What follows belongs to an exercise in optimizing a design on an open flow for small area; a production flow would make more cautious choices. Function was checked by simulation only, so behaviour that the tests miss may differ from the original. Power figures rest on the tool's default switching activity, not on a simulated workload.

`design.v`:
```
`default_nettype none
package cpu_stack_pkg;
  localparam int STACK_TAG_W   = 3;
  localparam int STACK_VALUE_W = 32;
  localparam int STACK_WIDTH   = STACK_TAG_W + STACK_VALUE_W;   
  localparam int STACK_POP_W   = 11;
  localparam int STACK_DEPTH   = 64;
  typedef enum logic [STACK_TAG_W-1:0] {
    TAG_NONE  = 3'd0,
    TAG_INT   = 3'd1,
    TAG_ADDR  = 3'd2,
    TAG_RET   = 3'd3,
    TAG_FRAME = 3'd4,
    TAG_CONST = 3'd5
  } stack_tag_e;
  function automatic logic [STACK_WIDTH-1:0] stack_entry(
    input stack_tag_e                 tag,
    input logic [STACK_VALUE_W-1:0]   value
  );
    stack_entry = {tag, value};
  endfunction
  function automatic stack_tag_e stack_tag(input logic [STACK_WIDTH-1:0] entry);
    stack_tag = stack_tag_e'(entry[STACK_WIDTH-1 -: STACK_TAG_W]);
  endfunction
endpackage
`default_nettype wire
`default_nettype none
module cpu_operand_stack
#(
  parameter int WIDTH = cpu_stack_pkg::STACK_WIDTH,
  parameter int DEPTH = cpu_stack_pkg::STACK_DEPTH,
  parameter int TOPS  = 2,
  parameter int POP_W = cpu_stack_pkg::STACK_POP_W
) (
  input  logic                       clk,
  input  logic                       rst,
  input  logic                       st__pop,
  input  logic [POP_W-1:0]           st__to_pop,
  input  logic                       st__push,
  input  logic [WIDTH-1:0]           st__to_push,
  input  logic                       st__flush,
  input  logic                       st__err_clr,
  output logic [TOPS*WIDTH-1:0]      st__top,
  output logic [$clog2(DEPTH+1)-1:0] st__count,
  output logic                       st__empty,
  output logic                       st__full,
  output logic                       st__err_overflow,
  output logic                       st__err_underflow
);
  localparam int CNT_W = $clog2(DEPTH+1);
  localparam int HALF  = DEPTH / 2;
  logic [CNT_W-1:0] r_count;
  logic             r_err_overflow;
  logic             r_err_underflow;
  logic             r_phase;
  logic             w_underflow;
  logic [CNT_W-1:0] w_c1;
  logic             w_push_ok;
  logic             w_overflow;
  logic             w_wen;
  logic [WIDTH-1:0] w_x;
  always_comb begin
    w_underflow = st__pop && (st__to_pop > POP_W'(r_count));
    if (w_underflow)
      w_c1 = '0;
    else if (st__pop)
      w_c1 = r_count - st__to_pop[CNT_W-1:0];
    else
      w_c1 = r_count;
    w_push_ok  = st__push && !w_c1[CNT_W-1];    
    w_overflow = st__push && w_c1[CNT_W-1];
    w_wen      = w_push_ok && !st__flush;
  end
  always_ff @(posedge clk or posedge rst) begin
    if (rst) begin
      r_count         <= '0;
      r_err_overflow  <= 1'b0;
      r_err_underflow <= 1'b0;
      r_phase         <= 1'b0;
    end else begin
      r_count         <= st__flush ? '0 : (w_c1 + CNT_W'(w_push_ok));
      r_err_overflow  <= (r_err_overflow  & ~st__err_clr) | (w_overflow  & ~st__flush);
      r_err_underflow <= (r_err_underflow & ~st__err_clr) | (w_underflow & ~st__flush);
      r_phase         <= ~r_phase;
    end
  end
  assign w_x = st__to_push ^ {WIDTH{r_phase}};
  logic [DEPTH-1:0] w_wr;      
  logic [DEPTH-1:0] w_hold;    
  logic [HALF-1:0]  w_sel_e;   
  logic [HALF-1:0]  w_sel_o;   
  logic [WIDTH-1:0] r_row [DEPTH];
  for (genvar i = 0; i < DEPTH; i++) begin : g_row
    assign w_wr[i]   = w_wen && (w_c1 == CNT_W'(i));
    assign w_hold[i] = (w_c1 > CNT_W'(i));
    always_ff @(posedge clk) begin
      r_row[i] <= ~((r_row[i] | {WIDTH{w_wr[i]}}) & ({WIDTH{w_hold[i]}} | w_x));
    end
  end
  for (genvar j = 0; j < HALF; j++) begin : g_sel
    assign w_sel_e[j] = (r_count == CNT_W'(2*j+1)) || (r_count == CNT_W'(2*j+2));
    assign w_sel_o[j] = (r_count == CNT_W'(2*j+2)) || (r_count == CNT_W'(2*j+3));
  end
  logic [WIDTH-1:0] w_rd_e, w_rd_o;
  always_comb begin
    w_rd_e = '0;
    w_rd_o = '0;
    for (int j = 0; j < HALF; j++) begin
      w_rd_e = w_rd_e | (r_row[2*j]   & {WIDTH{w_sel_e[j]}});
      w_rd_o = w_rd_o | (r_row[2*j+1] & {WIDTH{w_sel_o[j]}});
    end
  end
  logic [WIDTH-1:0] w_e, w_o;
  logic             w_ge2, w_ge3;
  assign w_e   = w_rd_e ^ {WIDTH{r_phase}};
  assign w_o   = w_rd_o ^ {WIDTH{r_phase}};
  assign w_ge2 = (r_count >= CNT_W'(2));
  assign w_ge3 = (r_count >= CNT_W'(3));
  assign st__top[WIDTH-1:0]       = ({WIDTH{r_count[0]}}           & w_e) |
                                    ({WIDTH{!r_count[0] && w_ge2}} & w_o);
  assign st__top[2*WIDTH-1:WIDTH] = ({WIDTH{!r_count[0] && w_ge2}} & w_e) |
                                    ({WIDTH{r_count[0] && w_ge3}}  & w_o);
  assign st__count         = r_count;
  assign st__empty         = (r_count == '0);
  assign st__full          = r_count[CNT_W-1];
  assign st__err_overflow  = r_err_overflow;
  assign st__err_underflow = r_err_underflow;
endmodule
`default_nettype wire
```
`flow/run.sh`:
```
#!/bin/bash
# Standard ORFS layout, with ABC's area script replaced by an area-only
# mapping (flow/abc_area.script). Everything else is the standard.sh.
set -euo pipefail
rm -rf scripts_mod
cp -r "$FLOW_HOME/scripts" scripts_mod
cp flow/abc_area.script scripts_mod/abc_area.script
bash standard.sh SCRIPTS_DIR="$PWD/scripts_mod" ABC_AREA=1 finish > standard_make.log 2>&1
```
`flow/abc_area.script`:
```
strash
dch -f
map -a
strash
dch -f
map -a
```
`standard.sh`:
```
#!/bin/bash
# synth_recipe.tcl (not shown) runs the flow's synth.tcl, then flattens the netlist and writes it again
# the make line also repeats each setting of config.mk as NAME=value (left out here)
make -C /OpenROAD-flow-scripts/flow DESIGN_CONFIG=/design/flow/config.mk WORK_HOME=/design/flow/orfs CLKGATE_MAP_FILE= SYNTH_SCRIPT=/design/flow/synth_recipe.tcl "${@:-finish}"
```
`config.mk`:
```
export PLATFORM = sky130hd
export DESIGN_NAME = cpu_operand_stack
export DESIGN_NICKNAME = cpu_operand_stack
export VERILOG_FILES = /design/flow/design.v
export SDC_FILE = /design/flow/constraint.sdc
export NUM_CORES = 4
export LEC_CHECK = 0
export CAP_MARGIN = 20
export CORE_MARGIN = 2
export CORE_UTILIZATION = 50
export SLEW_MARGIN = 20
```
`constraint.sdc`:
```
create_clock -name core_clock -period 10.0 [get_ports {clk}]
set_input_delay 2.0000 -clock core_clock [delete_from_list [all_inputs] [get_ports {clk}]]
set_output_delay 2.0000 -clock core_clock [all_outputs]
set_load 0.01 [all_outputs]
```
==> out/results.ini, run 1 <==
[run_status]
outcome=no timing/DRC/antenna violations

[placed_design]
hpwl_um=212000
place_ws_ns=1.53
place_congestion=1.06
port_buffers=132

[detailed_routing]
drt_pass1_iterations=10
route.detailed.drc=0
vias=74100
ant_nets=0
wl_per_cell_um=38.9
via_per_inst=7.74
drt-total-wl_um=373000
drtIter0Drc=13000

[worst_setup_path]
start_kind=flop
critPathMaxFanout=20
arrival_ns=7.80
worstSetupPathType=flop to primary output
crit_path_end=st__top[33]
endpoint_kind=primary output
worstReg2RegEnd=r_row[23][28]
required_ns=8.00
worstSetupStartpoint=r_count[3]
r2r-start=r_count[0]
rrSetupSlack_ns=3.50
r2r_cells=17

[global_routing]
grt_pass1_vias=69200
groute.usage.overall_pct=47.4
grt_overflow=0
grt_start_max_net_pins=71
antenna_found_initial=8
grt_pass1_wl_um=518000

[logic_synthesis]
ys_types=32
synth_seq_cells=2250
netlist.area_leader.share_pct=60.9
syn_nets=6890
synthXorXnorAreaFrac_pct=1.28
synth-compound-area-share_pct=31.0
yosysSeqAreaShare_pct=61.2
yosys.area.top_type=dfxtp_1
yosys.area_share.simple_pct=5.76
synth_area_leaders=dfxtp_1 (61%), o22ai_1 (20%), a22oi_1 (7.2%), a221oi_1 (2.5%), nand2_1 (2.0%)
yosys_warnings=2
synthCells=6822
avgSynthCellArea_um2=10.8
synthAdderAreaFrac_pct=0.282
synth.cell_area_mm2=0.0737
synth_top_family_by_area=compound AO/OA/AOI/OAI gates
synthMuxAreaShare_pct=0

[timing]
setup_tns_ns=0
fmax_ghz=0.102
finalCriticalPeriod_ns=9.80
maxSlewViolCount=0
setup_viol=0
worst_pin_slew_ns=1.27
fin_ws_ns=0.197
period_share_pct=98.0
rsz0062_at_grt=false
slew_headroom_pct=15.4
skew_ns=0.0362
hold_viol_final=0

[final_layout]
synthToLayoutAreaGrowth_pct=20.9
fin_nets=7550
mostFrequentLayoutCells=o22ai_1 (2311), dfxtp_1 (2240), a22oi_1 (708)
drive_above_1_share_pct=11.7
final_common_cell=o22ai_1

[floorplan]
dieWidth_um=388
coreArea_mm2=0.146
dieArea_mm2=0.150
row_count=140
ios=133
initial_core_util_pct=50.5
die_h_um=388

[pwr]
cellPowerDensity_mw_per_mm2=276
p_leak_uw=0.0326
ir_drop_uv=182

[cts]
clk_path_buf_depth=3
ctsHoldBuffers=0
h-tree-depth=4
cts_tree=built
clockRootBuffer=clkbuf_16
cts_buffers=216
clk_pin_slew_worst_paths_ns=0.06
cts.repair.resized=0
clock-sinks=2250
clock_latency_ns=0.85
post_cts_buffers=0

[hold_path]
hold_path.class=flop to flop

[flow_run]
maxCapViolCount=0

==> per-stage QoR <==
stage	instance area, um2	hold slack [ns]	utilization [%]	std cells	power (uW)
3_5_place_dp	81900	0.434	56.1	9177	16100
2_1_floorplan	73700	0.417	-	6822	14100
4_1_cts	89000	0.444	61.0	9565	24200
3_3_place_gp	81800	0.427	56.1	9173	16000
6_report	89100	0.446	61.0	9573	24500
5_1_grt	89100	0.457	61.0	9569	25100
==> per-layer routing <==
layer	share of wire [%]	wire length (um)	vias to the layer above	GRT usage [%]
li1	-	-	29800	-
met1	36	134000	36100	59.8
met2	40	150000	6620	66.5
met3	15	55500	1636	17.0
met4	8.9	33200	8	34.9
met5	0.016	61	-	0
==> cells by family after synthesis <==
kind of cell | after synthesis
AOI/OAI and AO/OA | 3402
xor gates and xnor gates | 108
adders and majority gates | 16
buffers and inverters | 102
DFF | 2250
and+or+nand+nor | 944
==> synth_stat cells, drive strengths merged <==
| cell | n |
|---|---|
| nand4 | 160 |
| nor3 | 27 |
| nor4 | 23 |
| a32o | 25 |
| fa | 1 |
| a21oi | 50 |
| o22ai | 2315 |
| o21bai | 1 |
| a211o | 1 |
| o31ai | 1 |
| a221oi | 207 |
| a22o | 27 |
| nand2 | 387 |
| clkinv | 101 |
| nand3 | 149 |
| ha | 15 |
| dfxtp | 2240 |
| buf | 1 |
| o2111ai | 1 |
| and3 | 2 |
| a22oi | 708 |
| nor2 | 191 |
| nor3b | 2 |
| or2 | 1 |
| a221o | 1 |
| and2 | 1 |
| o21ai | 47 |
| dfrtp | 10 |
| a2111oi | 11 |
| a211oi | 7 |
| xor2 | 108 |
| nand3b | 1 |
==> registers in the layout (all words and copies together) (netlist names) <==
name,cells
r_phase,1
r_err_overflow,1
r_err_underflow,1
r_row,2240
r_count,7
==> area by class of cell <==
class | instances | area, um2
multi-input cells | 4470 | 30300
repair buffers | 443 | 3770
inverters | 101 | 379
clock inverters | 55 | 638
flip-flops and latches | 2250 | 45100
diodes | 4 | 10.0
fillers | 12200 | 56900
well taps | 1917 | 2400
clock buffers | 333 | 6440
==> worst max-delay path: stages, from the launching register on <==
cell,delay [ns]
dfrtp_1,0.54
clkinv_1,0.27
nor2_1,0.23
clkinv_1,0.12
nor2_1,0.36
clkinv_1,0.45
a21oi_1,0.74
clkinv_1,0.51
nor2_4,0.81
a22oi_1,0.19
nand4_1,0.16
a221oi_1,0.08
nand4_1,0.14
a221oi_1,0.06
nand3_1,0.43
a221oi_1,0.14
nand4_1,0.13
a221oi_1,0.06
nand4_1,0.12
a221oi_1,0.05
nand2_1,0.09
xor2_1,0.56
o22ai_1,0.15
clkdlybuf4s50_1,0.55
==> worst min-delay path by stage <==
stage	to	depth (start not counted)	startpoint
finish	r_row[53][22]	1	r_row[53][22]
global route	r_row[55][17]	1	r_row[55][17]
CTS	r_row[6][9]	1	r_row[6][9]
detailed placement	r_row[6][9]	1	r_row[6][9]
global placement	r_row[52][8]	1	r_row[52][8]
floorplan	r_row[52][8]	1	r_row[52][8]
==> report_power, final <==
part | total [uW] | switching (uW) | internal, uW
logic | 4270 | 2740 | 1530
registers | 12000 | 1070 | 10900
clock network | 8270 | 3580 | 4690
total | 24500 | 7390 | 17200
==> run 2, diff against run 1 <==
--- a/design.v
+++ b/design.v
@@ -102,12 +102,27 @@
     assign w_sel_o[j] = (r_count == CNT_W'(2*j+2)) || (r_count == CNT_W'(2*j+3));
   end
+  localparam int NGRP = (HALF + 2) / 3;
   logic [WIDTH-1:0] w_rd_e, w_rd_o;
+  logic [WIDTH-1:0] w_grp_e [NGRP];
+  logic [WIDTH-1:0] w_grp_o [NGRP];
   always_comb begin
-    w_rd_e = '0;
-    w_rd_o = '0;
-    for (int j = 0; j < HALF; j++) begin
-      w_rd_e = w_rd_e | (r_row[2*j]   & {WIDTH{w_sel_e[j]}});
-      w_rd_o = w_rd_o | (r_row[2*j+1] & {WIDTH{w_sel_o[j]}});
+    for (int g = 0; g < NGRP; g++) begin
+      w_grp_e[g] = '0;
+      w_grp_o[g] = '0;
+      for (int k = 0; k < 3; k++) begin
+        if (3*g+k < HALF) begin
+          w_grp_e[g] = w_grp_e[g] | (r_row[2*(3*g+k)]   & {WIDTH{w_sel_e[3*g+k]}});
+          w_grp_o[g] = w_grp_o[g] | (r_row[2*(3*g+k)+1] & {WIDTH{w_sel_o[3*g+k]}});
+        end
+      end
     end
+    w_rd_e = '1;
+    w_rd_o = '1;
+    for (int g = 0; g < NGRP; g++) begin
+      w_rd_e = w_rd_e & ~w_grp_e[g];
+      w_rd_o = w_rd_o & ~w_grp_o[g];
+    end
+    w_rd_e = ~w_rd_e;
+    w_rd_o = ~w_rd_o;
   end
   logic [WIDTH-1:0] w_e, w_o;
==> flow/run.sh (replaced) <==
#!/bin/bash
# The standard.sh layout with these changes:
#  - ABC's area script is replaced by an area-only mapping (flow/abc_area.script)
#  - CTS clusters up to 16 sinks (50 um) per clkbuf_8 leaf buffer and inserts no dummy loads
#  - the port buffers are buf_1 cells
set -euo pipefail
rm -rf scripts_mod
cp -r "$FLOW_HOME/scripts" scripts_mod
cp flow/abc_area.script scripts_mod/abc_area.script
bash standard.sh SCRIPTS_DIR="$PWD/scripts_mod" ABC_AREA=1 \
  "CTS_ARGS=-sink_clustering_enable -repair_clock_nets -dont_use_dummy_load -sink_clustering_size 16 -sink_clustering_max_diameter 50 -buf_list sky130_fd_sc_hd__clkbuf_8 -root_buf sky130_fd_sc_hd__clkbuf_16" \
  "BUFFER_PORTS_ARGS=-buffer_cell sky130_fd_sc_hd__buf_1" \
  finish > standard_make.log 2>&1
==> flow/abc_area.script (replaced) <==
strash
&get -n
&dch -f
&nf -a -R 1000
&put
--- a/config.mk
+++ b/config.mk
@@ -6,6 +6,6 @@
 export NUM_CORES = 4
 export LEC_CHECK = 0
-export CAP_MARGIN = 20
+export CAP_MARGIN = 5
 export CORE_MARGIN = 2
-export CORE_UTILIZATION = 50
-export SLEW_MARGIN = 20
+export CORE_UTILIZATION = 70
+export SLEW_MARGIN = 5
==> out/results.ini, run 2 <==
[run_status]
outcome=no timing/DRC/antenna violations

[flow_run]
maxCapViolCount=0

[logic_synthesis]
synthCells=6056
synth_seq_cells=2250
synthArstFlopShare_pct=0.444
synth_commonest_cells=o22ai_1 (2242), dfxtp_1 (2240), a222oi_1 (700)
synthFlopType=dfxtp_1
yosys_warnings=4
ys_types=34
netlist.area_leader.share_pct=62.3
avgSynthCellArea_um2=11.9
yosysMostFrequentCell=o22ai_1
synth-edff-count=0
synth_area_leaders=dfxtp_1 (62%), o22ai_1 (19%), a222oi_1 (9.7%), nand4_1 (1.1%), xnor2_1 (0.91%)
yosys.area.top_type=dfxtp_1
synth.cell_area_mm2=0.0719
yosysSeqAreaShare_pct=62.7
syn_nets=6123

[hold_path]
hold_path_depth=1
worstHoldStart=r_row[23][32]
whs_endpoint=r_row[23][32]
hold_path.class=flop to flop

[cts]
cts.repair.resized=0
clk_path_buf_depth=3
cts_buffers=170
h-tree-depth=4
clockRootBuffer=clkbuf_16
clock-sinks=2250
ctsHoldBuffers=0
cts_tree=built
clk_pin_slew_worst_paths_ns=0.06
clock_latency_ns=0.79
post_cts_buffers=0

[worst_setup_path]
r2r-start=r_count[2]
path_delay_family=compound AO/OA/AOI/OAI gates
worstSetupPathType=flop to primary output
worstReg2RegEnd=r_row[14][10]
cp_slowest_cell=o21ai_0
start_kind=flop
arrival_ns=6.06
endpoint_kind=primary output
slowest_delay_ns=0.73
rrSetupSlack_ns=3.68
r2r_cells=15
path_buf_inv=4
crit_chain=buf_4 > clkinv_1 > nor2_1 > o21ai_0 > nor2_2 > buf_4 > a222oi_1 > nand4_1 > and4b_1 > nand4_1 > a221oi_1 > xnor2_1 > a22o_1 > buf_1
required_ns=8.00
critPathMaxFanout=46

[pwr]
cellPowerDensity_mw_per_mm2=221
ir_drop_uv=186
clockPowerShare_pct=24.0
p_comb_share_pct=14.0
swShare_pct=28.5
p_leak_uw=0.0278
switching_power_uw=5050
power_frac_seq_pct=62.0
intPower_uw=12600

[final_layout]
synthToLayoutAreaGrowth_pct=11.0
final_common_cell=o22ai_1
drive_above_1_share_pct=9.49
mostFrequentLayoutCells=o22ai_1 (2242), dfxtp_1 (2240), a222oi_1 (700)
reg_top3=r_row (2240), r_count (7)
num-fill-cells=6696
largest_register_ffs=2240
fin_nets=6666
top_register=r_row

[detailed_routing]
drt-total-wl_um=266000
wl_per_cell_um=33.4
vias=67800
route.detailed.drc=0
drt_pass1_iterations=12
via_per_inst=8.51
drtIter0Drc=16400
ant_nets=0

[floorplan]
die_h_um=325
dieWidth_um=325
initial_core_util_pct=70.6
ios=133
dieArea_mm2=0.105
row_count=117
coreArea_mm2=0.102

[timing]
hold_slack_ns=0.436
slew_headroom_pct=12.2
hold_viol_final=0
period_share_pct=80.6
setup_tns_ns=0
finalCriticalPeriod_ns=8.06
fmax_ghz=0.124
setup_viol=0
worst_pin_slew_ns=1.31
skew_ns=0.0979
maxSlewViolCount=0
rsz0062_at_grt=false

[placed_design]
hpwl_um=151000
place_congestion=0.930
port_buffers=132

[global_routing]
grt_start_max_net_pins=71
antenna_found_initial=16
grt_pass1_vias=62700
groute.usage.overall_pct=47.7
grt_overflow=0
grt_pass1_wl_um=392000

## run 2: worst max path at each step
stage / from / to / slack (ns) / cells past startpoint
after floorplan: st__to_pop[0] / r_row[15][0] / 0.14 / 14
after global placement: st__to_pop[2] / r_row[14][31] / 2.57 / 16
after detailed placement: st__to_pop[2] / r_row[14][27] / 2.46 / 16
after CTS: r_count[5] / st__top[19] / 2.29 / 12
after global routing: r_count[5] / st__top[31] / 1.94 / 12
final: r_count[0] / st__top[24] / 1.94 / 14
## run 2: layout make-up
type | instances | area, um2 | share of cell area (%)
flip-flops and latches | 2250 | 45100 | 56.5
multi-input cells | 3783 | 28300 | 35.4
clock buffers | 170 | 2350 | 2.94
repair buffers | 372 | 2300 | 2.88
well taps | 1368 | 1710 | 2.14
inverters | 22 | 82.6 | 0.103
diodes | 4 | 10.0 | 0.0125
## run 2: worst register-to-register path: cells and delay by family (launching register included)
| family | cells | cell delay, ns |
|---|---|---|
| compound gates | 7 | 2.33 |
| fa+ha+maj | 1 | 0.28 |
| simple gates | 5 | 2.32 |
| buf+inv | 2 | 0.51 |
| flops | 1 | 0.78 |
## run 2: kinds of logic after synthesis
family                     synth area share, %
AOI/OAI and AO/OA                         31.7
xor gates and xnor gates                  1.35
adders and majority gates                0.271
buffers and inverters                    0.125
DFF                                       62.7
muxes                                   0.0139
and+or+nand+nor                           3.87
## run 2: routing by layer
metal  GRT usage, %  wire [um]
met1           66.0      97400
met3           19.9      48400
met4           19.9      11800
met5              0         92
met2           65.6     108000
## run 2: through the flow
step | utilization (%) | setup WS (ns) | area (um2) | std cells | power [uW]
after global routing | 78.4 | 1.94 | 79800 | 7967 | 18100
after detailed placement | 76.0 | 2.46 | 77500 | 7795 | 13400
after floorplan | - | 0.144 | 71900 | 6056 | 12300
after CTS | 78.4 | 2.29 | 79800 | 7965 | 17400
after global placement | 76.0 | 2.57 | 77500 | 7795 | 13300
final | 78.4 | 1.94 | 79800 | 7969 | 17700
## run 2: power by group through the flow
stage / Combinational [uW] / Sequential [uW] / Clock, uW
2_1_floorplan: 1420 / 10900 / 0
5_1_grt: 2570 / 11100 / 4520
3_3_place_gp: 2230 / 11000 / 0
6_report: 2480 / 11000 / 4250
4_1_cts: 2330 / 10900 / 4210
3_5_place_dp: 2330 / 11100 / 0
==> run 3, diff against run 2 <==
==> flow/run.sh (replaced) <==
#!/bin/bash
# The standard.sh layout with these changes:
#  - ABC's area script is replaced by an area-only mapping (flow/abc_area.script)
#  - CTS clusters up to 28 sinks (65 um) per leaf buffer and inserts no dummy loads
#  - the port buffers are buf_1 cells
set -euo pipefail
rm -rf scripts_mod
cp -r "$FLOW_HOME/scripts" scripts_mod
cp flow/abc_area.script scripts_mod/abc_area.script
bash standard.sh SCRIPTS_DIR="$PWD/scripts_mod" ABC_AREA=1 \
  "CTS_ARGS=-sink_clustering_enable -repair_clock_nets -dont_use_dummy_load -sink_clustering_size 28 -sink_clustering_max_diameter 65" \
  "BUFFER_PORTS_ARGS=-buffer_cell sky130_fd_sc_hd__buf_1" \
  finish > standard_make.log 2>&1
==> out/results.ini, run 3 <==
[logic_synthesis]
synthFlopType=dfxtp_1
synth_commonest_cells=o22ai_1 (2242), dfxtp_1 (2240), a222oi_1 (700)
yosys_warnings=4
syn_nets=6123
yosysMostFrequentCell=o22ai_1
synth.cell_area_mm2=0.0719
netlist.area_leader.share_pct=62.3
synth_seq_cells=2250
synthCells=6056
synth-edff-count=0
ys_types=34
yosys.area.top_type=dfxtp_1
synthArstFlopShare_pct=0.444
avgSynthCellArea_um2=11.9
yosysSeqAreaShare_pct=62.7
synth_area_leaders=dfxtp_1 (62%), o22ai_1 (19%), a222oi_1 (9.7%), nand4_1 (1.1%), xnor2_1 (0.91%)

[final_layout]
drive_above_1_share_pct=8.66
num-fill-cells=6594
top_register=r_row
mostFrequentLayoutCells=o22ai_1 (2242), dfxtp_1 (2240), a222oi_1 (700)
synthToLayoutAreaGrowth_pct=11.6
seq_area_mm2=0.0451
instances_no_fill=7911
final_common_cell=o22ai_1
utilization_pct=78.8
fin_nets=6606
largest_register_ffs=2240
multi_input_area_mm2=0.0283
reg_top3=r_row (2240), r_count (7)

[worst_setup_path]
start_kind=flop
slowest_delay_ns=0.91
r2r_cells=15
required_ns=8.00
cp_slowest_cell=a221oi_1
endpoint_kind=primary output
worstSetupPathType=flop to primary output
arrival_ns=6.14
critPathMaxFanout=46
crit_chain=buf_4 > clkinv_1 > nor2_1 > o21ai_0 > nor2_2 > buf_4 > a222oi_1 > nand4_1 > and4b_1 > nand4_1 > a221oi_1 > xnor2_1 > a22o_1 > buf_1

[floorplan]
dieArea_mm2=0.105
coreArea_mm2=0.102
row_count=117
dieWidth_um=325
die_h_um=325
ios=133
initial_core_util_pct=70.6

[cts]
post_cts_buffers=0
cts.repair.resized=0
clock-sinks=2250
clk_path_buf_depth=3
clockRootBuffer=clkbuf_16
cts_tree=built
clock_latency_ns=0.77
h-tree-depth=3
ctsHoldBuffers=0
cts_buffers=110
clk_pin_slew_worst_paths_ns=0.07

[global_routing]
grt_pass1_vias=62400
groute.usage.overall_pct=47.7
grt_overflow=0
grt_start_max_net_pins=71
grt_pass1_wl_um=393000
antenna_found_initial=16

[timing]
period_share_pct=81.4
hold_viol_final=0
slew_headroom_pct=13.4
skew_ns=0.0974
fmax_ghz=0.123
finalCriticalPeriod_ns=8.14
setup_tns_ns=0
worst_pin_slew_ns=1.29
setup_viol=0
rsz0062_at_grt=false
maxSlewViolCount=0

[placed_design]
place_congestion=0.930
hpwl_um=151000
port_buffers=132
placedCellCount=7795

[detailed_routing]
via_per_inst=8.57
drtIter0Drc=16300
route.detailed.drc=0
drt-total-wl_um=267000
drt_pass1_iterations=15
vias=67800
ant_nets=0
wl_per_cell_um=33.7

[pwr]
cellPowerDensity_mw_per_mm2=226
p_leak_uw=0.0279
ir_drop_uv=205

[hold_path]
hold_path.class=flop to flop
hold_path_depth=1

[run_status]
outcome=no timing/DRC/antenna violations

[flow_run]
maxCapViolCount=0

==> run 3: cell counts after synthesis <==
Identical to the previous run, type by type.
==> run 3: report_power, final <==
part	switching [uW]	internal, uW	leakage [uW]
clock	2700	1950	0.00136
sequential	718	10200	0.0190
combinational	1620	862	0.00754
==> run 3: cell type report <==
cell class	instances	area share, %
diodes	6	0.0187
clock buffers	110	3.43
inverters	22	0.103
multi-input cells	3783	35.3
flip-flops and latches	2250	56.2
well taps	1368	2.13
repair buffers	372	2.86
==> run 3: path summary, 6_finish.rpt <==
check,from,end,slack (ns)
setup / recovery,r_count[0],st__top[68],1.86
hold / removal,r_row[34][19],r_row[34][19],0.44
setup reg to reg,r_count[2],r_row[14][27],3.62
hold reg to reg,r_row[34][19],r_row[34][19],0.44
max in group asynchronous,rst,r_count[1],8.29
min in group asynchronous,rst,r_phase,1.32
==> run 3: layer usage <==
layer | GRT usage (%) | part of all wire [%]
met1 | 66.1 | 37
met2 | 66.0 | 41
met3 | 19.2 | 18
met4 | 19.8 | 4.7
met5 | 0 | 0.047
==> run 3: cell families (layout without fill, tap and decap cells) <==
family / count (synthesis) / in the layout / share of synthesized area (%)
adders and majority gates: 15 / 15 / 0.271
DFF: 2250 / 2250 / 62.7
AOI/OAI and AO/OA: 3181 / 3181 / 31.7
buffers and inverters: 23 / 504 / 0.125
other: 0 / 6 / 0
muxes: 1 / 1 / 0.0139
and+or+nand+nor: 475 / 475 / 3.87
xor gates and xnor gates: 111 / 111 / 1.35
==> run 3: metrics by stage <==
step / hold WS [ns] / power, uW / setup WS [ns] / instance area (um2)
after floorplan: 0.411 / 12300 / 0.144 / 71900
after global placement: 0.417 / 13300 / 2.57 / 77500
after detailed placement: 0.426 / 13400 / 2.46 / 77500
after CTS: 0.435 / 17900 / 2.28 / 80200
after global routing: 0.445 / 18500 / 1.86 / 80200
final: 0.436 / 18100 / 1.86 / 80300
==> run 3: critical path, delay by kind of cell (launching register included) <==
| kind | cells | cell delay [ns] |
|---|---|---|
| flops | 1 | 0.38 |
| xor+xnor | 1 | 0.22 |
| buf+inv | 4 | 1.08 |
| simple gates | 5 | 1.50 |
| compound gates | 4 | 2.20 |
==> run 4, diff against run 3 <==
--- a/config.mk
+++ b/config.mk
@@ -6,6 +6,6 @@
 export NUM_CORES = 4
 export LEC_CHECK = 0
-export CAP_MARGIN = 5
+export CAP_MARGIN = 10
 export CORE_MARGIN = 2
-export CORE_UTILIZATION = 70
-export SLEW_MARGIN = 5
+export CORE_UTILIZATION = 62
+export SLEW_MARGIN = 10
==> out/results.ini, run 4 <==
[run_status]
outcome=no timing/DRC/antenna violations

[cts]
cts_tree=built
cts.repair.resized=0
post_cts_buffers=0
clk_pin_slew_worst_paths_ns=0.05
clock-sinks=2250
clockRootBuffer=clkbuf_16
h-tree-depth=3
clock_latency_ns=0.74
ctsHoldBuffers=0
cts_buffers=121
clk_path_buf_depth=3

[pwr]
intPower_uw=13200
p_leak_uw=0.0280
switching_power_uw=5100
p_comb_share_pct=13.5
power_frac_seq_pct=59.7
clockPowerShare_pct=26.8
cellPowerDensity_mw_per_mm2=227
swShare_pct=27.8
ir_drop_uv=194

[logic_synthesis]
synthFlopType=dfxtp_1
synth.cell_area_mm2=0.0719
synth_seq_cells=2250
synth_commonest_cells=o22ai_1 (2242), dfxtp_1 (2240), a222oi_1 (700)
synthCells=6056
yosysMostFrequentCell=o22ai_1
yosys_warnings=4
avgSynthCellArea_um2=11.9
yosysSeqAreaShare_pct=62.7
synth_area_leaders=dfxtp_1 (62%), o22ai_1 (19%), a222oi_1 (9.7%), nand4_1 (1.1%), xnor2_1 (0.91%)
synthArstFlopShare_pct=0.444
yosys.area.top_type=dfxtp_1
netlist.area_leader.share_pct=62.3
ys_types=34
syn_nets=6123
synth-edff-count=0

[worst_setup_path]
start_kind=flop
worstSetupPathType=flop to primary output
worstSetupStartpoint=r_count[0]
r2r-start=r_count[1]
required_ns=8.00
endpoint_kind=primary output
arrival_ns=6.30
critPathMaxFanout=46

[placed_design]
port_buffers=132
placed_area_mm2=0.0777
place_congestion=0.962
place_ws_ns=2.63
hpwl_um=153000

[hold_path]
worstHoldStart=r_row[61][18]
hold_path.class=flop to flop

[timing]
skew_ns=0.0482
rsz0062_at_grt=false
period_share_pct=83.0
setup_tns_ns=0
hold_slack_ns=0.435
setup_viol=0
fmax_ghz=0.121
hold_viol_final=0
finalCriticalPeriod_ns=8.30
slew_headroom_pct=14.5
worst_pin_slew_ns=1.28
maxSlewViolCount=0
fin_ws_ns=1.70

[final_layout]
reg_top3=r_row (2240), r_count (7)
drive_above_1_share_pct=8.84
synthToLayoutAreaGrowth_pct=12.3
postLayoutCellArea_mm2=0.0808
fin_nets=6620
largest_register_ffs=2240
utilization_pct=70.4
top_register=r_row
mostFrequentLayoutCells=o22ai_1 (2242), dfxtp_1 (2240), a222oi_1 (700)
antenna_cells=0
final_common_cell=o22ai_1

[floorplan]
ios=133
row_count=124
die_h_um=345
coreArea_mm2=0.115
dieWidth_um=345
dieArea_mm2=0.119
initial_core_util_pct=62.7

[global_routing]
groute.usage.overall_pct=43.9
grt_pass1_vias=61600
grt_pass1_wl_um=399000
antenna_found_initial=8
grt_start_max_net_pins=71
grt_overflow=0

[detailed_routing]
drtIter0Drc=14800
ant_nets=0
vias=66700
via_per_inst=8.27
wl_per_cell_um=33.9
drt-total-wl_um=274000
route.detailed.drc=0
drt_pass1_iterations=11

[flow_run]
maxCapViolCount=0

-- run 4: logic make-up (layout without fill, tap and decap cells) --
group	count (synthesis)	count (layout)	synth area share [%]
compound gates	3181	3181	31.7
buf+inv	23	518	0.125
fa+ha+maj	15	15	0.271
mux	1	1	0.0139
flops	2250	2250	62.7
xor+xnor	111	111	1.35
simple gates	475	475	3.87
-- run 4: metal layers --
layer / global-route usage (%) / up-vias / routed length (um)
met4: 16.9 / 10 / 11200
met2: 59.0 / 5595 / 109000
met5: 0.641 / - / 156
li1: - / 27800 / -
met1: 63.3 / 32600 / 106000
met3: 17.0 / 783 / 46700
-- run 4: per-stage QoR --
stage | instances | power, uW
final | 8063 | 18300
after global routing | 8063 | 18900
after CTS | 8063 | 18200
after detailed placement | 7942 | 13400
after global placement | 7942 | 13300
after floorplan | 6056 | 12300
-- run 4: final timing paths --
path	to	slack, ns	depth (start not counted)
setup / recovery	st__top[19]	1.70	13
hold / removal	r_row[61][18]	0.43	1
setup reg to reg	r_row[15][31]	3.40	16
hold reg to reg	r_row[61][18]	0.43	1
max in group asynchronous	r_count[0]	8.26	2
min in group asynchronous	r_phase	1.27	2
-- run 4: critical path: stages, from the launching register on --
cell and delay, ns:
dfrtp_2 1.07, clkinv_1 0.54, nor2_1 0.39, nand2_1 0.29
a21oi_4 0.86, buf_4 0.31, a222oi_1 0.10, nand4_1 0.29
and4b_1 0.35, nand4_1 0.13, a221oi_1 0.07, xnor2_1 0.77
a22o_1 0.24, buf_1 0.15
-- run 4: power by group through the flow --
stage                     Sequential, uW  Combinational, uW  Clock (uW)
after global routing               11100               2590        5200
after floorplan                    10900               1420           0
after detailed placement           11100               2350           0
after global placement             11000               2270           0
final                              10900               2480        4920
after CTS                          10900               2350        4910
-- run 4: final cells by class --
cell class / count / area [um2]
clock buffer: 121 / 3030
fill: 8558 / 33900
inverter: 22 / 82.6
multi-input combinational: 3783 / 28300
sequential: 2250 / 45100
tap: 1512 / 1890
timing repair buffer: 375 / 2320
==> run 5, diff against run 4 <==
==> flow/run.sh (replaced) <==
#!/bin/bash
# The standard.sh layout with these changes:
#  - ABC's area script is replaced by an area-only mapping (flow/abc_area.script)
#  - CTS clusters up to 25 sinks (50 um) per leaf buffer and inserts no dummy loads
#  - the port buffers are buf_1 cells
set -euo pipefail
rm -rf scripts_mod
cp -r "$FLOW_HOME/scripts" scripts_mod
cp flow/abc_area.script scripts_mod/abc_area.script
bash standard.sh SCRIPTS_DIR="$PWD/scripts_mod" ABC_AREA=1 \
  "CTS_ARGS=-sink_clustering_enable -repair_clock_nets -dont_use_dummy_load -sink_clustering_size 25 -sink_clustering_max_diameter 50" \
  "BUFFER_PORTS_ARGS=-buffer_cell sky130_fd_sc_hd__buf_1" \
  finish > standard_make.log 2>&1
--- a/config.mk
+++ b/config.mk
@@ -8,4 +8,4 @@
 export CAP_MARGIN = 10
 export CORE_MARGIN = 2
-export CORE_UTILIZATION = 62
+export CORE_UTILIZATION = 50
 export SLEW_MARGIN = 10
==> out/results.ini, run 5 <==
[run_status]
outcome=no timing/DRC/antenna violations

[timing]
hold_viol_final=0
slew_headroom_pct=12.5
fmax_ghz=0.117
setup_tns_ns=0
maxSlewViolCount=0
period_share_pct=85.1
setup_viol=0
finalCriticalPeriod_ns=8.51
skew_ns=0.0830
rsz0062_at_grt=false
worst_pin_slew_ns=1.31

[final_layout]
mostFrequentLayoutCells=o22ai_1 (2242), dfxtp_1 (2240), a222oi_1 (700)
synthToLayoutAreaGrowth_pct=14.8
largest_register_ffs=2240
multi_input_area_mm2=0.0286
num-fill-cells=12100
top_register=r_row
utilization_pct=57.7
postLayoutCellArea_mm2=0.0826
fin_nets=6655
seq_area_mm2=0.0451
drive_above_1_share_pct=9.37
final_common_cell=o22ai_1
reg_top3=r_row (2240), r_count (7)

[pwr]
ir_drop_uv=178
switching_power_uw=5340
cellPowerDensity_mw_per_mm2=235
intPower_uw=14100
p_leak_uw=0.0286
clockPowerShare_pct=30.5
power_uw=19400
swShare_pct=27.5
power_frac_seq_pct=56.3
p_comb_share_pct=13.2

[cts]
ctsHoldBuffers=0
h-tree-depth=4
clock_latency_ns=0.82
clockRootBuffer=clkbuf_16
clk_pin_slew_worst_paths_ns=0.05
cts_tree=built
clock-sinks=2250
cts_buffers=167
cts.repair.resized=0
clk_path_buf_depth=3
post_cts_buffers=0

[logic_synthesis]
synthArstFlopShare_pct=0.444
yosys_warnings=4
synth_seq_cells=2250
avgSynthCellArea_um2=11.9
synth-edff-count=0
synth_area_leaders=dfxtp_1 (62%), o22ai_1 (19%), a222oi_1 (9.7%), nand4_1 (1.1%), xnor2_1 (0.91%)
synthCells=6056
syn_nets=6123
netlist.area_leader.share_pct=62.3
yosys.area.top_type=dfxtp_1
yosysSeqAreaShare_pct=62.7
synthFlopType=dfxtp_1
synth.cell_area_mm2=0.0719
yosysMostFrequentCell=o22ai_1
ys_types=34
synth_commonest_cells=o22ai_1 (2242), dfxtp_1 (2240), a222oi_1 (700)

[detailed_routing]
via_per_inst=7.72
vias=65600
drt_pass1_iterations=13
wl_per_cell_um=33.8
route.detailed.drc=0
ant_nets=0
drt-total-wl_um=287000
drtIter0Drc=12700

[worst_setup_path]
r2r_cells=17
worstReg2RegEnd=r_row[8][18]
start_kind=flop
r2r-start=r_count[0]
worstSetupPathType=flop to primary output
critPathMaxFanout=36
rrSetupSlack_ns=3.86
required_ns=8.00
endpoint_kind=primary output
arrival_ns=6.51

[hold_path]
hold_path.class=flop to flop
hold_path_depth=1
whs_endpoint=r_row[37][6]
worstHoldStart=r_row[37][6]

[global_routing]
antenna_found_initial=22
grt_start_max_net_pins=87
grt_pass1_vias=60100
grt_pass1_wl_um=414000
grt.met2_usage_pct=52.9
groute.usage.overall_pct=37.2
use_met1_pct=52.0
grt_overflow=0
gr-usage-met3_pct=7.87
busiest_layer=met2

[placed_design]
hpwl_um=166000
place_congestion=0.954
port_buffers=132
placed_area_mm2=0.0784

[floorplan]
coreArea_mm2=0.143
row_count=139
ios=133
dieArea_mm2=0.147
dieWidth_um=383
initial_core_util_pct=50.3
die_h_um=383

[flow_run]
maxCapViolCount=0

-- run 5: cell types whose count changed in the layout (fill, tap and decap cells not counted), moves of 4 or more --
cell	previous run	this run
nor2_4	1	6
a21oi_4	17	35
nor2_2	20	16
buf_4	243	231
diode_2	0	9
clkbuf_16	121	167
a21oi_2	19	1
o21ai_2	28	16
o21ai_4	5	17
-- run 5: cell families after synthesis --
kind of cell	synth area share, %
AND/OR/NAND/NOR	3.87
multiplexers	0.0139
AO/OA/AOI/OAI	31.7
buffers and inverters	0.125
XOR/XNOR	1.35
adder cells (fa/ha/maj)	0.271
flip-flops	62.7
-- run 5: cell type report --
| class | instances | share of cell area [%] |
|---|---|---|
| Antenna cell | 9 | 0.0273 |
| Clock buffer | 167 | 5.06 |
| Inverter | 22 | 0.100 |
| Multi-Input combinational cell | 3783 | 34.6 |
| Sequential cell | 2250 | 54.6 |
| Tap cell | 1903 | 2.88 |
| Timing Repair Buffer | 364 | 2.72 |
-- run 5: power by group through the flow --
| stage | Combinational, uW | Sequential, uW | Clock, uW |
|---|---|---|---|
| after floorplan | 1420 | 10900 | 0 |
| after global placement | 2400 | 11000 | 0 |
| after detailed placement | 2470 | 11100 | 0 |
| after CTS | 2480 | 10900 | 5960 |
| after global routing | 2670 | 11000 | 6290 |
| final | 2550 | 10900 | 5920 |
-- run 5: routing by layer --
metal	vias up	part of all wire, %
met2	4230	42
met1	32800	40
met4	20	6.3
met5	-	0.044
li1	27900	-
met3	610	11
-- run 5: worst max-delay path, stage by stage, from the launching register on --
cell      delay [ns]
dfrtp_1         0.70
clkinv_1        0.34
nand3_1         0.17
buf_4           0.38
nor2_4          0.26
a22o_1          0.29
buf_4           0.27
a222oi_1        0.79
nand4_1         0.31
and4b_1         0.53
nand4_1         0.44
a221oi_1        0.66
xnor2_1         0.22
a22o_1          0.17
buf_1           0.16
-- run 5: through the flow --
| stage | setup slack (ns) | std cells | hold slack [ns] |
|---|---|---|---|
| 3_5_place_dp | 2.44 | 8322 | 0.426 |
| 3_3_place_gp | 2.51 | 8322 | 0.417 |
| 2_1_floorplan | 0.144 | 6056 | 0.411 |
| 5_1_grt | 1.50 | 8496 | 0.438 |
| 4_1_cts | 1.68 | 8489 | 0.433 |
| 6_report | 1.49 | 8498 | 0.433 |
-- run 5: how the worst max path moves through the flow --
stage / start / endpoint / slack [ns]
after floorplan: st__to_pop[0] / r_row[15][0] / 0.14
after global placement: st__to_pop[2] / r_row[62][13] / 2.51
after detailed placement: st__to_pop[2] / r_row[0][1] / 2.44
after CTS: r_count[0] / st__top[52] / 1.68
after global routing: r_count[6] / st__top[52] / 1.50
final: r_count[6] / st__top[52] / 1.49
==> run 6, diff against run 5 <==
--- a/design.v
+++ b/design.v
@@ -91,14 +91,25 @@
   logic [HALF-1:0]  w_sel_o;   
   logic [WIDTH-1:0] r_row [DEPTH];
+  logic [7:0] w_hi_eq, w_hi_gt, w_lo_eq, w_lo_gt;
+  for (genvar k = 0; k < 8; k++) begin : g_pre
+    assign w_hi_eq[k] = !w_c1[6] && (w_c1[5:3] == 3'(k));
+    assign w_hi_gt[k] = w_c1[6] || (w_c1[5:3] > 3'(k));
+    assign w_lo_eq[k] = (w_c1[2:0] == 3'(k));
+    assign w_lo_gt[k] = (w_c1[2:0] > 3'(k));
+  end
   for (genvar i = 0; i < DEPTH; i++) begin : g_row
-    assign w_wr[i]   = w_wen && (w_c1 == CNT_W'(i));
-    assign w_hold[i] = (w_c1 > CNT_W'(i));
+    assign w_wr[i]   = w_wen && w_hi_eq[i/8] && w_lo_eq[i%8];
+    assign w_hold[i] = w_hi_gt[i/8] || (w_hi_eq[i/8] && w_lo_gt[i%8]);
     always_ff @(posedge clk) begin
       r_row[i] <= ~((r_row[i] | {WIDTH{w_wr[i]}}) & ({WIDTH{w_hold[i]}} | w_x));
     end
   end
+  logic [HALF:0] w_half;
+  for (genvar k = 0; k <= HALF; k++) begin : g_half
+    assign w_half[k] = (r_count[CNT_W-1:1] == (CNT_W-1)'(k));
+  end
   for (genvar j = 0; j < HALF; j++) begin : g_sel
-    assign w_sel_e[j] = (r_count == CNT_W'(2*j+1)) || (r_count == CNT_W'(2*j+2));
-    assign w_sel_o[j] = (r_count == CNT_W'(2*j+2)) || (r_count == CNT_W'(2*j+3));
+    assign w_sel_e[j] = r_count[0] ? w_half[j] : w_half[j+1];
+    assign w_sel_o[j] = w_half[j+1];
   end
   localparam int NGRP = (HALF + 2) / 3;
==> flow/run.sh (replaced) <==
#!/bin/bash
# The standard.sh layout with these changes:
#  - ABC's area script is replaced by an area-only mapping (flow/abc_area.script)
#  - CTS clusters up to 16 sinks (50 um) per clkbuf_8 leaf buffer and inserts no dummy loads
#  - the port buffers are buf_1 cells
set -euo pipefail
rm -rf scripts_mod
cp -r "$FLOW_HOME/scripts" scripts_mod
cp flow/abc_area.script scripts_mod/abc_area.script
bash standard.sh SCRIPTS_DIR="$PWD/scripts_mod" ABC_AREA=1 \
  "CTS_ARGS=-sink_clustering_enable -repair_clock_nets -dont_use_dummy_load -sink_clustering_size 16 -sink_clustering_max_diameter 50 -buf_list sky130_fd_sc_hd__clkbuf_8 -root_buf sky130_fd_sc_hd__clkbuf_16" \
  "BUFFER_PORTS_ARGS=-buffer_cell sky130_fd_sc_hd__buf_1" \
  finish > standard_make.log 2>&1
--- a/config.mk
+++ b/config.mk
@@ -6,6 +6,6 @@
 export NUM_CORES = 4
 export LEC_CHECK = 0
-export CAP_MARGIN = 10
+export CAP_MARGIN = 5
 export CORE_MARGIN = 2
-export CORE_UTILIZATION = 50
-export SLEW_MARGIN = 10
+export CORE_UTILIZATION = 76
+export SLEW_MARGIN = 5
==> out/results.ini, run 6 <==
[run_status]
outcome=no timing/DRC/antenna violations

[logic_synthesis]
synth_seq_cells=2250
avgSynthCellArea_um2=11.9
synth_area_leaders=dfxtp_1 (62%), o22ai_1 (19%), a222oi_1 (9.7%), xnor2_1 (0.90%), and4b_1 (0.88%)
yosys.area.top_type=dfxtp_1
yosys_warnings=4
netlist.area_leader.share_pct=62.3
syn_nets=6109
synth-edff-count=0
synthFlopType=dfxtp_1
synthCells=6041
ys_types=36
synth_commonest_cells=o22ai_1 (2242), dfxtp_1 (2240), a222oi_1 (700)
yosysSeqAreaShare_pct=62.6
synth.cell_area_mm2=0.0720
synthArstFlopShare_pct=0.444
yosysMostFrequentCell=o22ai_1

[cts]
cts_tree=built
h-tree-depth=4
clock-sinks=2250
clk_path_buf_depth=3
clockRootBuffer=clkbuf_16
ctsHoldBuffers=0
cts.repair.resized=0
post_cts_buffers=0
cts_buffers=165
clock_latency_ns=0.79
clk_pin_slew_worst_paths_ns=0.10

[timing]
worst_pin_slew_ns=1.36
finalCriticalPeriod_ns=8.64
period_share_pct=86.4
maxSlewViolCount=0
fmax_ghz=0.116
skew_ns=0.0676
fin_ws_ns=1.36
slew_headroom_pct=8.78
setup_tns_ns=0
rsz0062_at_grt=false
hold_viol_final=0
setup_viol=0

[placed_design]
port_buffers=132
place_congestion=1.00
hpwl_um=146000
place_ws_ns=2.33
placed_area_mm2=0.0771

[worst_setup_path]
cp_slowest_cell=nand2_1
cp_common_cell=buf_4
endpoint_kind=primary output
start_kind=flop
worstSetupPathType=flop to primary output
required_ns=8.00
r2r-start=r_count[0]
slowest_delay_ns=0.74
critPathMaxFanout=36
worstSetupStartpoint=r_count[5]
r2r_cells=18
crit_chain=buf_4 > clkinv_1 > nand2_1 > nor3_2 > buf_4 > mux2_1 > buf_4 > a222oi_1 > nand4_1 > and4b_1 > nand4_1 > a221oi_1 > xnor2_1 > a22o_1 > buf_1
arrival_ns=6.64

[detailed_routing]
via_per_inst=8.77
route.detailed.drc=0
vias=68700
ant_nets=0
drtIter0Drc=17800
wl_per_cell_um=33.5
drt-total-wl_um=263000
drt_pass1_iterations=22

[global_routing]
antenna_found_initial=26
use_met1_pct=66.2
grt.met2_usage_pct=72.1
grt_pass1_vias=65000
grt_pass1_wl_um=387000
grt_overflow=0
groute.usage.overall_pct=51.1
grt_start_max_net_pins=94
gr-usage-met3_pct=22.4
busiest_layer=met2

[final_layout]
fin_nets=6643
reg_top3=r_row (2240), r_count (7)
multi_input_area_mm2=0.0281
seq_area_mm2=0.0451
num-fill-cells=5208
final_common_cell=o22ai_1
postLayoutCellArea_mm2=0.0794
utilization_pct=84.8
mostFrequentLayoutCells=o22ai_1 (2242), dfxtp_1 (2240), a222oi_1 (700)
synthToLayoutAreaGrowth_pct=10.3
top_register=r_row
largest_register_ffs=2240
drive_above_1_share_pct=9.05

[hold_path]
hold_path.class=flop to flop
hold_path_depth=1
worstHoldStart=r_row[0][17]

[pwr]
ir_drop_uv=223
cellPowerDensity_mw_per_mm2=250
p_leak_uw=0.0281
power_uw=19900

[floorplan]
die_h_um=312
row_count=112
dieWidth_um=312
initial_core_util_pct=76.9
dieArea_mm2=0.0972
ios=133
coreArea_mm2=0.0936

[flow_run]
maxCapViolCount=0

## run 6: cell types whose count changed after synthesis, moves of 15 or more
| cell | delta |
|---|---|
| nor3_1 | -54 |
| nand4_1 | -44 |
| nand3_1 | +42 |
| a21oi_1 | -35 |
| nor2_1 | +34 |
| mux2_1 | +29 |
| and3_1 | +28 |
| nand2_1 | -26 |
| o21ai_0 | +15 |
## run 6: through the flow
stage / hold WS (ns) / std cells
after floorplan: 0.411 / 6041
after global placement: 0.417 / 7662
after detailed placement: 0.426 / 7662
after CTS: 0.440 / 7827
after global routing: 0.452 / 7831
final: 0.441 / 7836
## run 6: worst paths after layout
check,slack (ns),endpoint
max reg2reg,2.89,r_row[23][29]
min,0.44,r_row[0][17]
min reg2reg,0.44,r_row[0][17]
min in group asynchronous,1.33,r_count[4]
max,1.36,st__top[31]
max in group asynchronous,8.24,r_phase
## run 6: area by class of cell
class,count,share of cell area (%)
multi-input combinational,3770,35.4
tap,1254,1.98
inverter,20,0.0945
antenna,9,0.0284
clock buffer,165,2.87
sequential,2250,56.8
timing repair buffer,368,2.87
## run 6: logic make-up (layout without fill, tap and decap cells)
group	after synthesis	count (layout)	share of synthesized area (%)
compound gates	3158	3158	31.5
xor+xnor	113	113	1.37
fa+ha+maj	16	16	0.289
buf+inv	21	553	0.115
flops	2250	2250	62.6
mux	31	31	0.481
other cells	0	9	0
simple gates	452	452	3.65
## run 6: power breakdown
group	total, uW	switching, uW	internal (uW)
registers	12000	1100	10900
clock network	4190	2700	1490
logic	3650	2260	1390
## run 6: per-layer routing
| layer | vias up | routed length, um |
|---|---|---|
| met5 | - | 439 |
| met4 | 28 | 14200 |
| met3 | 1235 | 49300 |
| met2 | 6840 | 109000 |
| met1 | 32900 | 89900 |
| li1 | 27700 | - |
## run 6: worst max-delay path, delay by kind of cell (launching register included)
family,cells,cell delay (ns)
xor+xnor,1,0.23
flops,1,0.33
mux,1,0.37
simple gates,5,2.11
compound gates,3,1.45
buf+inv,5,1.36
==> run 7, diff against run 6 <==
==> flow/run.sh (replaced) <==
#!/bin/bash
# The standard.sh layout with these changes:
#  - ABC's area script is replaced by an area-only mapping (flow/abc_area.script)
#  - CTS clusters up to 20 sinks (55 um) per clkbuf_8 leaf buffer and inserts no dummy loads
#  - the port buffers are buf_1 cells
set -euo pipefail
rm -rf scripts_mod
cp -r "$FLOW_HOME/scripts" scripts_mod
cp flow/abc_area.script scripts_mod/abc_area.script
bash standard.sh SCRIPTS_DIR="$PWD/scripts_mod" ABC_AREA=1 \
  "CTS_ARGS=-sink_clustering_enable -repair_clock_nets -dont_use_dummy_load -sink_clustering_size 20 -sink_clustering_max_diameter 55 -buf_list sky130_fd_sc_hd__clkbuf_8 -root_buf sky130_fd_sc_hd__clkbuf_16" \
  "BUFFER_PORTS_ARGS=-buffer_cell sky130_fd_sc_hd__buf_1" \
  finish > standard_make.log 2>&1
--- a/config.mk
+++ b/config.mk
@@ -8,4 +8,4 @@
 export CAP_MARGIN = 5
 export CORE_MARGIN = 2
-export CORE_UTILIZATION = 76
+export CORE_UTILIZATION = 70
 export SLEW_MARGIN = 5
==> out/results.ini, run 7 <==
[cts]
post_cts_buffers=0
cts_buffers=138
clk_pin_slew_worst_paths_ns=0.11
clk_path_buf_depth=3
clockRootBuffer=clkbuf_16
h-tree-depth=4
clock-sinks=2250
cts_tree=built
cts.repair.resized=0
ctsHoldBuffers=0
clock_latency_ns=0.76

[final_layout]
mostFrequentLayoutCells=o22ai_1 (2242), dfxtp_1 (2240), a222oi_1 (700)
num-fill-cells=6860
seq_area_mm2=0.0451
top_register=r_row
multi_input_area_mm2=0.0281
drive_above_1_share_pct=8.63
antenna_cells=0
largest_register_ffs=2240
final_common_cell=o22ai_1
fin_nets=6606
synthToLayoutAreaGrowth_pct=9.89
reg_top3=r_row (2240), r_count (7)
instances_no_fill=7904

[detailed_routing]
route.detailed.drc=0
drtIter0Drc=15300
via_per_inst=8.39
drt_pass1_iterations=12
drt-total-wl_um=255000
ant_nets=0
wl_per_cell_um=32.3
vias=66300

[pwr]
p_leak_uw=0.0278
ir_drop_uv=195
cellPowerDensity_mw_per_mm2=246

[worst_setup_path]
critPathMaxFanout=36
start_kind=flop
worstSetupPathType=flop to primary output
arrival_ns=6.63
required_ns=8.00
endpoint_kind=primary output

[placed_design]
place_congestion=0.965
placedCellCount=7766
hpwl_um=144000
port_buffers=132

[timing]
setup_viol=0
setup_tns_ns=0
skew_ns=0.0730
fmax_ghz=0.116
rsz0062_at_grt=false
worst_pin_slew_ns=1.42
hold_viol_final=0
maxSlewViolCount=0
slew_headroom_pct=5.67
period_share_pct=86.3
finalCriticalPeriod_ns=8.63

[logic_synthesis]
synth-edff-count=0
yosysMostFrequentCell=o22ai_1
synth_commonest_cells=o22ai_1 (2242), dfxtp_1 (2240), a222oi_1 (700)
synthCells=6041
synthArstFlopShare_pct=0.444
synth_seq_cells=2250
synthFlopType=dfxtp_1
syn_nets=6109
avgSynthCellArea_um2=11.9
yosys.area.top_type=dfxtp_1
yosys_warnings=4
yosysSeqAreaShare_pct=62.6
synth_area_leaders=dfxtp_1 (62%), o22ai_1 (19%), a222oi_1 (9.7%), xnor2_1 (0.90%), and4b_1 (0.88%)
netlist.area_leader.share_pct=62.3
ys_types=36
synth.cell_area_mm2=0.0720

[global_routing]
groute.usage.overall_pct=45.9
grt_pass1_wl_um=378000
grt_start_max_net_pins=71
antenna_found_initial=11
grt_pass1_vias=62100
grt_overflow=0

[hold_path]
hold_path.class=flop to flop

[flow_run]
maxCapViolCount=0

[floorplan]
initial_core_util_pct=70.7
ios=133
dieArea_mm2=0.105
dieWidth_um=325
row_count=117
die_h_um=325
coreArea_mm2=0.102

[run_status]
outcome=no timing/DRC/antenna violations

[run 7: per-layer routing]
metal	vias to the layer above	GRT usage (%)	share of wire, %
li1	27600	-	-
met4	12	18.4	3.9
met3	669	17.3	17
met1	32400	63.5	37
met2	5618	64.9	42
met5	-	0	0.028
[run 7: kinds of logic (layout without fill, tap and decap cells)]
logic type	after synthesis	in the layout	synth area share, %
fa+ha+maj	16	16	0.289
compound gates	3158	3158	31.5
flops	2250	2250	62.6
xor+xnor	113	113	1.37
mux	31	31	0.481
buf+inv	21	516	0.115
simple gates	452	452	3.65
[run 7: power by group]
group          internal (uW)  switching, uW
sequential             10900           1040
combinational           1390           2200
clock                   1260           2640
total                  13600           5880
[run 7: area by class of cell]
class | instances | share of cell area, %
Timing Repair Buffer | 358 | 2.77
Sequential cell | 2250 | 57.0
Multi-Input combinational cell | 3770 | 35.5
Tap cell | 1368 | 2.16
Inverter | 20 | 0.0949
Clock buffer | 138 | 2.42
[run 7: path summary, 6_finish.rpt]
check,start,to,slack (ns),depth (start not counted)
min in group asynchronous,rst,r_count[3],1.31,2
setup reg to reg,r_count[0],r_row[34][22],3.20,19
hold reg to reg,r_row[12][16],r_row[12][16],0.44,1
max in group asynchronous,rst,r_count[0],8.18,2
hold / removal,r_row[12][16],r_row[12][16],0.44,1
setup / recovery,r_count[1],st__top[3],1.37,14
[run 7: worst max-delay path: stages, from the launching register on]
cell,delay (ns)
dfrtp_1,0.55
clkinv_1,0.28
nand2_1,0.53
nor2_1,0.26
a21oi_4,0.99
nor2_2,0.08
buf_4,0.35
a222oi_1,0.36
nand4_1,0.37
and4b_1,0.56
nand4_1,0.14
a221oi_1,0.81
xnor2_1,0.27
a22o_1,0.24
buf_1,0.12
[run 7: per-stage QoR]
stage | setup WS [ns] | util [%] | power (uW) | hold slack, ns | instance area, um2
floorplan | 1.80 | - | 14000 | 0.411 | 72000
global placement | 2.47 | 75.8 | 15200 | 0.417 | 77200
detailed placement | 2.37 | 75.8 | 15500 | 0.426 | 77200
CTS | 1.95 | 77.6 | 19100 | 0.442 | 79100
global route | 1.42 | 77.6 | 20000 | 0.452 | 79100
finish | 1.37 | 77.6 | 19400 | 0.441 | 79100
==> run 8, diff against run 7 <==
==> flow/run.sh (replaced) <==
#!/bin/bash
# The standard.sh layout with these changes:
#  - ABC's area script is replaced by an area-only mapping (flow/abc_area.script)
#  - CTS clusters up to 18 sinks (50 um) per clkbuf_8 leaf buffer and inserts no dummy loads
#  - the port buffers are buf_1 cells
set -euo pipefail
rm -rf scripts_mod
cp -r "$FLOW_HOME/scripts" scripts_mod
cp flow/abc_area.script scripts_mod/abc_area.script
bash standard.sh SCRIPTS_DIR="$PWD/scripts_mod" ABC_AREA=1 \
  "CTS_ARGS=-sink_clustering_enable -repair_clock_nets -dont_use_dummy_load -sink_clustering_size 18 -sink_clustering_max_diameter 50 -buf_list sky130_fd_sc_hd__clkbuf_8 -root_buf sky130_fd_sc_hd__clkbuf_16" \
  "BUFFER_PORTS_ARGS=-buffer_cell sky130_fd_sc_hd__buf_1" \
  finish > standard_make.log 2>&1
--- a/config.mk
+++ b/config.mk
@@ -6,6 +6,6 @@
 export NUM_CORES = 4
 export LEC_CHECK = 0
-export CAP_MARGIN = 5
+export CAP_MARGIN = 10
 export CORE_MARGIN = 2
 export CORE_UTILIZATION = 70
-export SLEW_MARGIN = 5
+export SLEW_MARGIN = 10
==> out/results.ini, run 8 <==
[run_status]
outcome=no timing/DRC/antenna violations

[logic_synthesis]
synthFlopType=dfxtp_1
yosysMostFrequentCell=o22ai_1
ys_types=36
synthArstFlopShare_pct=0.444
netlist.area_leader.share_pct=62.3
synth.cell_area_mm2=0.0720
synth-edff-count=0
yosysSeqAreaShare_pct=62.6
synthCells=6041
synth_area_leaders=dfxtp_1 (62%), o22ai_1 (19%), a222oi_1 (9.7%), xnor2_1 (0.90%), and4b_1 (0.88%)
avgSynthCellArea_um2=11.9
synth_seq_cells=2250
syn_nets=6109
yosys.area.top_type=dfxtp_1
synth_commonest_cells=o22ai_1 (2242), dfxtp_1 (2240), a222oi_1 (700)
yosys_warnings=4

[global_routing]
grt_start_max_net_pins=71
grt_overflow=0
grt_pass1_vias=62300
groute.usage.overall_pct=46.0
grt_pass1_wl_um=379000
antenna_found_initial=11

[floorplan]
ios=133
die_h_um=325
dieWidth_um=325
coreArea_mm2=0.102
initial_core_util_pct=70.7
dieArea_mm2=0.105
row_count=117

[cts]
post_cts_buffers=0
cts_tree=built
clk_path_buf_depth=3
clock_latency_ns=0.76
ctsHoldBuffers=0
h-tree-depth=4
cts.repair.resized=0
clk_pin_slew_worst_paths_ns=0.08
clockRootBuffer=clkbuf_16
clock-sinks=2250
cts_buffers=157

[placed_design]
port_buffers=132
place_congestion=0.965
hpwl_um=144000

[detailed_routing]
drtIter0Drc=15400
ant_nets=0
route.detailed.drc=0
drt_pass1_iterations=14
via_per_inst=8.38
wl_per_cell_um=32.3
drt-total-wl_um=256000
vias=66400

[timing]
setup_tns_ns=0
fmax_ghz=0.119
maxSlewViolCount=0
slew_headroom_pct=10.7
worst_pin_slew_ns=1.33
finalCriticalPeriod_ns=8.40
period_share_pct=84.0
rsz0062_at_grt=false
hold_slack_ns=0.442
setup_viol=0
skew_ns=0.0705
hold_viol_final=0

[worst_setup_path]
worstSetupStartpoint=r_count[1]
worstSetupPathType=flop to primary output
arrival_ns=6.40
r2r_cells=19
critPathMaxFanout=36
crit_path_end=st__top[3]
worstReg2RegEnd=r_row[34][22]
rrSetupSlack_ns=3.17
required_ns=8.00
r2r-start=r_count[0]
start_kind=flop
endpoint_kind=primary output

[flow_run]
maxCapViolCount=0

[pwr]
p_leak_uw=0.0279
cellPowerDensity_mw_per_mm2=247
ir_drop_uv=199

[final_layout]
drive_above_1_share_pct=8.91
seq_area_mm2=0.0451
top_register=r_row
num-fill-cells=6837
fin_nets=6626
mostFrequentLayoutCells=o22ai_1 (2242), dfxtp_1 (2240), a222oi_1 (700)
largest_register_ffs=2240
synthToLayoutAreaGrowth_pct=10.3
reg_top3=r_row (2240), r_count (7)
final_common_cell=o22ai_1
multi_input_area_mm2=0.0281

[hold_path]
hold_path.class=flop to flop
hold_path_depth=1

-- run 8: cell count changes in the layout (fill, tap and decap cells not counted) --
cell and change:
buf_16 +1, clkbuf_8 +19, diode_2 +5, nor3_2 -1, nor3_4 +1
-- run 8: layer usage --
| metal | wire length, um | GRT usage [%] | share of wire (%) | vias to the layer above |
|---|---|---|---|---|
| li1 | - | - | - | 27600 |
| met1 | 94500 | 62.5 | 37 | 32500 |
| met2 | 107000 | 65.2 | 42 | 5626 |
| met3 | 44400 | 18.7 | 17 | 656 |
| met4 | 9620 | 18.6 | 3.8 | 10 |
| met5 | 69 | 0 | 0.027 | - |
-- run 8: kinds of logic (layout without fill, tap and decap cells) --
group                      Yosys count  count (layout)  share of synthesized area, %
DFF                               2250            2250                          62.6
and+or+nand+nor                    452             452                          3.65
other                                0               5                             0
xor gates and xnor gates           113             113                          1.37
muxes                               31              31                         0.481
AOI/OAI and AO/OA                 3158            3158                          31.5
adders and majority gates           16              16                         0.289
buffers and inverters               21             536                         0.115
-- run 8: critical path, stage by stage, from the launching register on --
cell,delay (ns)
dfrtp_1,0.54
clkinv_1,0.26
nand2_1,0.52
nor2_1,0.25
a21oi_4,0.98
nor2_2,0.08
buf_4,0.35
a222oi_1,0.39
nand4_1,0.36
and4b_1,0.55
nand4_1,0.14
a221oi_1,0.64
xnor2_1,0.24
a22o_1,0.24
buf_1,0.12
-- run 8: where the power goes --
group	leakage, uW	internal, uW	switching, uW
clock network	0.00113	1420	2680
logic	0.00781	1400	2200
registers	0.0190	10900	1050
-- run 8: cell type report --
cell class                      count  share of cell area [%]
Inverter                           20                  0.0945
Multi-Input combinational cell   3770                    35.4
Clock buffer                      157                    2.73
Antenna cell                        5                  0.0158
Timing Repair Buffer              359                    2.79
Sequential cell                  2250                    56.8
Tap cell                         1368                    2.16
-- run 8: worst min path at each step --
stage / startpoint / to
4_1_cts: r_row[12][32] / r_row[12][32]
3_5_place_dp: r_row[31][16] / r_row[31][16]
6_report: r_row[5][25] / r_row[5][25]
5_1_grt: r_row[7][32] / r_row[7][32]
3_3_place_gp: r_row[15][32] / r_row[15][32]
2_1_floorplan: r_row[11][0] / r_row[11][0]
-- run 8: per-stage QoR --
step                      utilization, %  power, uW  setup WS, ns  cell area (um2)  instances
final                               77.9      19600          1.60            79400       7929
after global placement              75.8      15200          2.47            77200       7766
after detailed placement            75.8      15500          2.37            77200       7766
after floorplan                        -      14000          1.80            72000       6041
after global routing                77.9      20200          1.49            79400       7927
after CTS                           77.9      19400          1.93            79400       7923

re-timing with driven ports:
The flow's constraints put no driver on any port. The routed layouts listed below were extracted and timed again, unchanged, in two steps.
Step 1, drivers: a clkbuf_16 drives clk and a buf_2 each remaining input, both assumed.
Step 2 adds t to the input delays and takes it off the output delays; t is the mean of the earliest and latest rising clock arrival at the registers after step 1. Input paths then give back, and output paths get back, about the clock's delay inside the block.
a / b / c = no drivers / after step 1 / after step 2; a / b = the first two.
run	shift t [ns]	setup WS [ns]	slew at the worst register clock pin (ns)	worst slew at a driven data input, ns
run 1	0.917	0.197 / 0.111 / 1.028	0.07 / 0.07	0.07
run 2	0.823	1.936 / 1.857 / 2.192	0.10 / 0.10	0.20
run 3	0.800	1.858 / 1.782 / 2.121	0.11 / 0.11	0.20
run 4	0.813	1.702 / 1.618 / 2.365	0.11 / 0.11	0.08
run 5	0.857	1.488 / 1.405 / 2.145	0.10 / 0.10	0.22
run 6	0.827	1.362 / 1.282 / 2.080	0.10 / 0.10	0.28
run 7	0.797	1.374 / 1.298 / 2.096	0.12 / 0.12	0.31
run 8	0.794	1.602 / 1.526 / 2.205	0.11 / 0.11	0.31
After both steps setup and hold are still met in every run listed.
